What follows belongs to an exercise in optimizing a design on an open flow for small area; a production flow would make more cautious choices. In this exercise RTL edits were held to simulation tests only and were not proved equivalent to the original. The flow treats the clock pin as an ideal source, which a real chip does not have.

==> inputs of job 9016 <==
==> flow/design.v <==
package com_pkg;
    typedef struct packed {
        logic [1:0]  ctx;
        logic [31:0] data;
    } loop_word_t;
    typedef logic [63:0] cmd_word_t;
    typedef struct packed {
        logic [1:0]  ctx;
        logic [31:0] data;
    } resp_word_t;
    typedef logic [15:0] reg_addr_t;
    typedef logic [15:0] reg_data_t;
endpackage
module sync_fifo #(
    parameter int  DEPTH = 16,
    parameter int  WIDTH = 32
) (
    input  logic             clk,
    input  logic             rst,
    input  logic             i_wr_en,
    input  logic [WIDTH-1:0] i_din,
    input  logic             i_rd_en,
    output logic [WIDTH-1:0] o_dout,
    output logic [DEPTH-1:0] o_head
);
    logic [DEPTH*WIDTH-1:0] mem;         
    logic [DEPTH-1:0]       head;
    assign o_head = head;
    always_ff @(posedge clk) begin
        if (i_wr_en)
            mem <= {mem[(DEPTH-1)*WIDTH-1:0], i_din};
    end
    always_ff @(posedge clk) begin
        if (rst)
            head <= '0;
        else if (i_wr_en && !i_rd_en)
            head <= {head[DEPTH-2:0], ~|head};
        else if (i_rd_en && !i_wr_en)
            head <= head >> 1;
    end
    always_comb begin
        o_dout = '0;
        for (int k = 0; k < DEPTH; k++)
            o_dout = o_dout | (mem[k*WIDTH +: WIDTH] & {WIDTH{head[k]}});
    end
endmodule
module rx_router (
    input  logic [63:0] i_rx_data,
    input  logic        i_rx_valid,
    output logic        o_loop_wr,
    output logic        o_cmd_wr
);
    logic magic_ok;
    assign magic_ok  = i_rx_valid & (i_rx_data[7:0] == 8'h77);
    assign o_loop_wr = magic_ok & (i_rx_data[9:8] == 2'd2);
    assign o_cmd_wr  = magic_ok & (i_rx_data[9:8] == 2'd3);
endmodule
module ctl_regfile (
    input  logic        clk,
    input  logic        rst,
    input  logic        i_cmd_wr,        
    input  logic [63:0] i_cmd,
    output logic [20:0] o_entry
);
    localparam logic [127:0] RW_INIT = 128'h0010_0000_EFCD;
    logic [15:0]  addr;
    logic [15:0]  mask;
    logic [15:0]  value;
    logic         rd;
    logic         rw_hit;
    logic         upt_hit;
    logic         wr_hit;
    logic [127:0] rw;
    logic [15:0]  rw_half;
    assign addr  = i_cmd[31:16];
    assign mask  = i_cmd[47:32];
    assign value = i_cmd[63:48];
    assign rd    = i_cmd[12];
    assign rw_hit  =  addr[15] & (addr[14:4] == '0);
    assign upt_hit = ~addr[15] & (addr[14:3] == 12'h002);
    assign rw_half = rw[addr[3:1]*16 +: 16];
    always_comb begin
        if (!rd)
            o_entry = {3'b001, addr[1:0], addr};
        else if (rw_hit)
            o_entry = {1'b1, addr[3:0], rw_half};
        else if (upt_hit)
            o_entry = {2'b01, addr[2:0], addr};
        else
            o_entry = {3'b000, addr[1:0], addr};
    end
    assign wr_hit = i_cmd_wr & i_cmd[13] & rw_hit;
    always_ff @(posedge clk) begin
        if (rst)
            rw <= RW_INIT;
        else if (wr_hit)
            rw[addr[3:1]*16 +: 16] <= (rw_half & ~mask) | (value & mask);
    end
endmodule
module ctl_engine (
    input  logic        clk,
    input  logic        rst,
    input  logic        i_cmd_valid,
    input  logic [20:0] i_entry,
    input  logic        i_resp_afull,
    output logic        o_cmd_pop,
    output logic        o_resp_wr,       
    output logic [20:0] o_resp,
    output logic        o_resp_pend      
);
    logic [63:0] uptime;
    logic        noop;
    logic        upt;
    logic [15:0] upt_half;
    always_ff @(posedge clk) begin
        if (rst)
            uptime <= '0;
        else
            uptime <= uptime + 64'd1;
    end
    assign noop = ~i_entry[20] & ~i_entry[19] & i_entry[18];
    assign upt  = ~i_entry[20] &  i_entry[19];
    assign upt_half = uptime[i_entry[18:17]*16 +: 16];
    assign o_cmd_pop = i_cmd_valid & ~i_resp_afull;
    assign o_resp_wr = o_cmd_pop & ~noop;
    assign o_resp    = {i_entry[20:16], upt ? upt_half : i_entry[15:0]};
    always_ff @(posedge clk) begin
        if (rst)
            o_resp_pend <= 1'b0;
        else
            o_resp_pend <= o_resp_wr;
    end
endmodule
module tx_arbiter (
    input  logic        clk,
    input  logic        rst,
    input  logic        i_loop_valid,
    input  logic [33:0] i_loop_word,     
    output logic        o_loop_pop,
    input  logic        i_resp_valid,
    input  logic [20:0] i_resp,          
    output logic        o_resp_pop,
    output logic [31:0] o_tx_data,
    output logic [1:0]  o_tx_tag,
    output logic [1:0]  o_tx_ctx,
    output logic        o_tx_valid,
    input  logic        i_tx_ready
);
    logic        take;
    logic        tag0;
    logic        rw;
    logic        upt;
    logic        other;
    logic        ro_const;
    logic [15:0] ro_half;
    logic [31:0] resp_data;
    assign take       = ~o_tx_valid | i_tx_ready;
    assign o_loop_pop = take & i_loop_valid;
    assign o_resp_pop = take & ~i_loop_valid & i_resp_valid;
    assign rw       = i_resp[20];
    assign upt      = ~i_resp[20] & i_resp[19];
    assign other    = ~i_resp[20] & ~i_resp[19];
    assign ro_const = other & (i_resp[15:5] == '0);
    always_comb begin
        case (i_resp[4:1])
            4'd0:    ro_half = 16'hAB89;
            4'd2:    ro_half = 16'(32'd24);
            4'd4:    ro_half = {8'h02, 8'h01};
            default: ro_half = 16'h0;
        endcase
    end
    always_comb begin
        if (rw)
            resp_data = {1'b1, 11'b0, i_resp[19:16], i_resp[15:0]};
        else if (upt)
            resp_data = {11'b0, 2'b10, i_resp[18:16], i_resp[15:0]};
        else
            resp_data = {i_resp[15:0], ro_const ? ro_half : 16'h0};
    end
    always_ff @(posedge clk) begin
        if (rst)
            o_tx_valid <= 1'b0;
        else if (take)
            o_tx_valid <= i_loop_valid | i_resp_valid;
    end
    always_ff @(posedge clk) begin
        if (o_loop_pop) begin
            o_tx_data <= i_loop_word[31:0];
            tag0      <= 1'b0;
            o_tx_ctx  <= i_loop_word[33:32];
        end
        else if (o_resp_pop) begin
            o_tx_data <= resp_data;
            tag0      <= 1'b1;
            o_tx_ctx  <= 2'b00;
        end
    end
    assign o_tx_tag = {1'b1, tag0};      
endmodule
module com_fifo_top (
    input  logic               clk,
    input  logic               rst,
    input  com_pkg::cmd_word_t i_rx_data,
    input  logic               i_rx_valid,
    output logic [31:0]        o_tx_data,
    output logic [1:0]         o_tx_tag,
    output logic [1:0]         o_tx_ctx,
    output logic               o_tx_valid,
    input  logic               i_tx_ready
);
    logic        loop_wr;
    logic        cmd_wr;
    logic [15:0] loop_head;
    logic [33:0] loop_dout;
    logic        loop_valid;
    logic        loop_pop;
    logic [20:0] cmd_entry;
    logic [15:0] cmd_head;
    logic [20:0] cmd_dout;
    logic        cmd_valid;
    logic        cmd_pop;
    logic        resp_wr;
    logic [20:0] resp_din;
    logic        resp_pend;
    logic [12:0] resp_head;
    logic [20:0] resp_dout;
    logic        resp_valid;
    logic        resp_afull;
    logic        resp_pop;
    rx_router u_rx_router (
        .i_rx_data  (i_rx_data),
        .i_rx_valid (i_rx_valid),
        .o_loop_wr  (loop_wr),
        .o_cmd_wr   (cmd_wr)
    );
    sync_fifo #(
        .DEPTH (16),
        .WIDTH (34)
    ) loop_fifo (
        .clk     (clk),
        .rst     (rst),
        .i_wr_en (loop_wr & ~loop_head[16-1]),
        .i_din   ({i_rx_data[11:10], i_rx_data[63:32]}),
        .i_rd_en (loop_pop),
        .o_dout  (loop_dout),
        .o_head  (loop_head)
    );
    assign loop_valid = |loop_head;
    ctl_regfile u_ctl_regfile (
        .clk      (clk),
        .rst      (rst),
        .i_cmd_wr (cmd_wr & ~cmd_head[16-1]),
        .i_cmd    (i_rx_data),
        .o_entry  (cmd_entry)
    );
    sync_fifo #(
        .DEPTH (16),
        .WIDTH (21)
    ) cmd_rx_fifo (
        .clk     (clk),
        .rst     (rst),
        .i_wr_en (cmd_wr & ~cmd_head[16-1]),
        .i_din   (cmd_entry),
        .i_rd_en (cmd_pop),
        .o_dout  (cmd_dout),
        .o_head  (cmd_head)
    );
    assign cmd_valid = |cmd_head;
    ctl_engine u_ctl_engine (
        .clk          (clk),
        .rst          (rst),
        .i_cmd_valid  (cmd_valid),
        .i_entry      (cmd_dout),
        .i_resp_afull (resp_afull),
        .o_cmd_pop    (cmd_pop),
        .o_resp_wr    (resp_wr),
        .o_resp       (resp_din),
        .o_resp_pend  (resp_pend)
    );
    sync_fifo #(
        .DEPTH (12 + 1),
        .WIDTH (21)
    ) resp_fifo (
        .clk     (clk),
        .rst     (rst),
        .i_wr_en (resp_wr),
        .i_din   (resp_din),
        .i_rd_en (resp_pop),
        .o_dout  (resp_dout),
        .o_head  (resp_head)
    );
    assign resp_valid = (|resp_head[12:1]) | (resp_head[0] & ~resp_pend);
    assign resp_afull = resp_head[12] | (resp_head[12-1] & ~resp_pend);
    tx_arbiter u_tx_arbiter (
        .clk          (clk),
        .rst          (rst),
        .i_loop_valid (loop_valid),
        .i_loop_word  (loop_dout),
        .o_loop_pop   (loop_pop),
        .i_resp_valid (resp_valid),
        .i_resp       (resp_dout),
        .o_resp_pop   (resp_pop),
        .o_tx_data    (o_tx_data),
        .o_tx_tag     (o_tx_tag),
        .o_tx_ctx     (o_tx_ctx),
        .o_tx_valid   (o_tx_valid),
        .i_tx_ready   (i_tx_ready)
    );
endmodule
==> flow/flow/run.sh <==
#!/bin/bash
# Standard synthesis, then its combinational logic re-mapped by ABC for area (registers untouched),
# then the standard layout from that netlist, with the clock tree trimmed after CTS (clk_downsize.tcl).
set -euo pipefail
HERE=$PWD
PLAT=$FLOW_HOME/platforms/$FLOW_PLATFORM
LIB=$PLAT/lib/sky130_fd_sc_hd__tt_025C_1v80.lib
YOSYS=$(command -v yosys || echo $FLOW_HOME/../tools/install/yosys/bin/yosys)
RES=$HERE/orfs/results/$FLOW_PLATFORM/com_fifo_top/base

bash standard.sh synth > $HERE/log_1_standard_synth.log 2>&1
cp $RES/1_2_yosys.v $HERE/synth_standard.v
mkdir -p $HERE/std_synth_logs
cp -r $HERE/orfs/logs $HERE/orfs/reports $HERE/std_synth_logs/ 2>/dev/null || true

DU=$(sed -n '/DONT_USE_CELLS/,/^$/p' $PLAT/config.mk | grep -oE "sky130_fd_sc_hd__\w+" | sed 's/^/-dont_use /' | tr '\n' ' ')
sed -e "s#{LIB}#$LIB#g" -e "s#{IN}#$HERE/synth_standard.v#" -e "s#{OUT}#$HERE/synth_remap.v#" \
    -e "s#{TOP}#$FLOW_TOP#" -e "s#{DONT_USE}#$DU#" $HERE/flow/remap.ys > $HERE/remap_run.ys
$YOSYS -q -l $HERE/log_2_remap.log $HERE/remap_run.ys > /dev/null 2>&1

rm -rf $HERE/orfs
bash standard.sh SYNTH_NETLIST_FILES=$HERE/synth_remap.v "BUFFER_PORTS_ARGS=-buffer_cell sky130_fd_sc_hd__buf_1" POST_CTS_TCL=$HERE/flow/clk_downsize.tcl finish > $HERE/log_3_layout.log 2>&1
==> flow/flow/clk_downsize.tcl <==
# Post-CTS: downsize the clock tree buffers as far as the flip-flop clock-pin slew allows, and
# drop the dummy loads CTS added for balancing. Sizes are only ever lowered; placement is
# legalised again afterwards.
set ::cds_sizes {sky130_fd_sc_hd__clkbuf_2 sky130_fd_sc_hd__clkbuf_4 sky130_fd_sc_hd__clkbuf_8 sky130_fd_sc_hd__clkbuf_16}
set ::cds_limit 0.105

proc cds_sink_pins {inst} {
  # Flip-flop clock pins reached from this buffer
  set out [get_pins -of_objects $inst -filter "direction == output"]
  set net [get_nets -of_objects $out]
  set res {}
  foreach p [get_pins -of_objects $net -filter "direction == input"] {
    set c [get_cells -of_objects $p]
    if {[string match "sky130_fd_sc_hd__clkbuf_*" [get_property $c ref_name]]} {
      set res [concat $res [cds_sink_pins $c]]
    } else {
      lappend res $p
    }
  }
  return $res
}

proc cds_max_slew {pins} {
  set mx 0
  foreach p $pins {
    set s [get_property $p slew_max]
    if {$s > $mx} { set mx $s }
  }
  return $mx
}

estimate_parasitics -placement



# Dummy loads
set removed 0
foreach inst [get_cells clkload*] {
  set out [get_pins -of_objects $inst -filter "direction == output"]
  set net [get_nets -quiet -of_objects $out]
  if {$net == "" || [llength [get_pins -quiet -of_objects $net -filter "direction == input"]] == 0} {
    delete_instance $inst
    incr removed
  }
}
puts "clk_downsize: removed $removed dummy loads"
estimate_parasitics -placement

set changed 0
set area_saved 0.0
foreach inst [get_cells clkbuf_*] {
  set master [get_property $inst ref_name]
  set idx [lsearch $::cds_sizes $master]
  if {$idx <= 0} { continue }
  set sinks [cds_sink_pins $inst]
  for {set j 0} {$j < $idx} {incr j} {
    set cand [lindex $::cds_sizes $j]
    replace_cell $inst $cand
    estimate_parasitics -placement
    if {[cds_max_slew $sinks] <= $::cds_limit} {
      incr changed
      break
    }
    replace_cell $inst $master
    estimate_parasitics -placement
  }
}
puts "clk_downsize: downsized $changed buffers"
estimate_parasitics -placement

detailed_placement
check_placement -verbose
==> flow/flow/remap.ys <==
# Re-map the combinational logic of the standard synthesis netlist; registers are kept as they are
read_liberty -ignore_miss_func {LIB}
blackbox sky130_fd_sc_hd__df* sky130_fd_sc_hd__edf* sky130_fd_sc_hd__sdf* sky130_fd_sc_hd__sedf* sky130_fd_sc_hd__dl* sky130_fd_sc_hd__sdl* sky130_fd_sc_hd__conb*
read_verilog {IN}
hierarchy -top {TOP}
flatten
opt -purge
abc -liberty {LIB} {DONT_USE}
opt_clean -purge
hilomap -singleton -hicell sky130_fd_sc_hd__conb_1 HI -locell sky130_fd_sc_hd__conb_1 LO
stat -liberty {LIB}
write_verilog -noattr -nohex -nodec {OUT}
==> flow/standard.sh <==
#!/bin/bash
# synth_recipe.tcl (not shown) runs the flow's synth.tcl, then flattens the netlist and writes it again
# the make line also repeats each setting of config.mk as NAME=value (left out here)
make -C /OpenROAD-flow-scripts/flow DESIGN_CONFIG=/design/flow/config.mk WORK_HOME=/design/flow/orfs CLKGATE_MAP_FILE= SYNTH_SCRIPT=/design/flow/synth_recipe.tcl "${@:-finish}"
==> flow/config.mk <==
export PLATFORM = sky130hd
export DESIGN_NAME = com_fifo_top
export DESIGN_NICKNAME = com_fifo_top
export VERILOG_FILES = /design/flow/design.v
export SDC_FILE = /design/flow/constraint.sdc
export NUM_CORES = 4
export LEC_CHECK = 0
export CAP_MARGIN = 0
export CORE_MARGIN = 2
export CORE_UTILIZATION = 40
export CTS_BUF_LIST = sky130_fd_sc_hd__clkbuf_8
export CTS_CLUSTER_DIAMETER = 40
export CTS_CLUSTER_SIZE = 20
export SLEW_MARGIN = 0
==> flow/constraint.sdc <==
create_clock -name core_clock -period 5.5 [get_ports {clk}]
set_input_delay 1.1000 -clock core_clock [delete_from_list [all_inputs] [get_ports {clk}]]
set_output_delay 1.1000 -clock core_clock [all_outputs]
set_load 0.01 [all_outputs]
==> job 9194: changes against job 9016 <==
--- a/flow/design.v
+++ b/flow/design.v
@@ -113,9 +113,13 @@
     logic        upt;
     logic [15:0] upt_half;
+    logic [64:0] carry;
+    always_comb begin
+        carry[0] = 1'b1;
+        for (int i = 0; i < 64; i++)
+            carry[i+1] = carry[i] & uptime[i];
+    end
     always_ff @(posedge clk) begin
-        if (rst)
-            uptime <= '0;
-        else
-            uptime <= uptime + 64'd1;
+        for (int i = 0; i < 64; i++)
+            uptime[i] <= ~rst & (uptime[i] ^ carry[i]);
     end
     assign noop = ~i_entry[20] & ~i_entry[19] & i_entry[18];
--- a/flow/flow/run.sh
+++ b/flow/flow/run.sh
@@ -1,5 +1,5 @@
 #!/bin/bash
 # Standard synthesis, then its combinational logic re-mapped by ABC for area (registers untouched),
-# then the standard layout from that netlist, with the clock tree trimmed after CTS (clk_downsize.tcl).
+# then the standard layout from that netlist.
 set -euo pipefail
 HERE=$PWD
@@ -20,3 +20,3 @@
 
 rm -rf $HERE/orfs
-bash standard.sh SYNTH_NETLIST_FILES=$HERE/synth_remap.v "BUFFER_PORTS_ARGS=-buffer_cell sky130_fd_sc_hd__buf_1" POST_CTS_TCL=$HERE/flow/clk_downsize.tcl finish > $HERE/log_3_layout.log 2>&1
+bash standard.sh SYNTH_NETLIST_FILES=$HERE/synth_remap.v "BUFFER_PORTS_ARGS=-buffer_cell sky130_fd_sc_hd__buf_1" RECOVER_POWER=100 finish > $HERE/log_3_layout.log 2>&1
- CAP_MARGIN: 0 -> 20
- CTS_CLUSTER_DIAMETER: 40 -> 50
- SLEW_MARGIN: 0 -> 20
removed: flow/flow/clk_downsize.tcl
==> qor summary <==
quantity                                                                                                                        job 9194                  job 9016
Run status                                                                                                    complete, but fails checks  no timing/DRC/antenna violations
Layout check failures                                                                    max-capacitance violations, max-slew violations                         -
Repair and plain buffers                                                                                                             223                       237
End-of-flow core utilization                                                                                                       45.2%                     44.7%
Wire length on met1                                                                                                             57700 um                  58200 um
Min-delay worst type                                                                                                register to register    input port to register
Net count after synthesis                                                                                                           3102                      3120
Least-Margin Pin Slew                                                                                                            4050 ps                   1160 ps
Placed wire-length estimate after detailed placement                                                                            80300 um                  79600 um
Final layout net count                                                                                                              3443                      3516
Fraction of area in multi-input gates                                                                                              18.2%                     18.7%
Overall track demand over capacity in global routing                                                                               20.6%                     20.5%
Buf/Inv on CP                                                                                                                          4                         2
Clock-cell share of area                                                                                                           4.95%                     2.78%
Clock transition at the register clock pins on the worst setup and hold paths after CTS                                           110 ps                    100 ps
Die footprint                                                                                                                 130000 um2                130000 um2
Worst setup slack after layout                                                                                                    209 ps                   1220 ps
Slowest stage cell on the critical path                                                                        sky130_fd_sc_hd__clkbuf_4  sky130_fd_sc_hd__dfxtp_2
Seq/total area                                                                                                                     71.1%                     71.9%
Endpoint of the worst hold-timing path                                                                              cmd_rx_fifo.mem[113]         loop_fifo.mem[19]
Pin count of the biggest net entering global routing                                                                                 194                       169
Diode count                                                                                                                            1                         9
Worst R2R Start                                                                                                     cmd_rx_fifo.head[11]      cmd_rx_fifo.head[14]
Final worst-path cycle share                                                                                                       96.2%                     77.8%
Synth-to-layout area growth                                                                                                        12.1%                     10.8%

-- separate check: timing with driven ports --
How much do the figures lean on ideal ports? The routed layouts below were timed once more, with nothing changed but the port constraints. Step 1: set_driving_cell puts a clkbuf_16 on clk and a buf_2 on each other input, an assumption about the parent block. Step 2 times the ports against the registers' clock, not the clock port: input delays grow and output delays shrink by t, the midpoint of the rising clock arrivals with the driver on. Three values: no drivers, after step 1, after step 2; two values: the first two.
run	t (ns)	setup slack, ns	worst hold slack (ns)
job 9016	1.539	1.221 / 1.221 / 0.753	0.092 / 0.050 / 0.304
job 9194	0.887	0.209 / 0.209 / -0.437	0.404 / 0.363 / 0.404
For job 9194, which loses most, drivers alone change the setup slack by 0.000 ns; drivers and shift together by -0.646 ns.
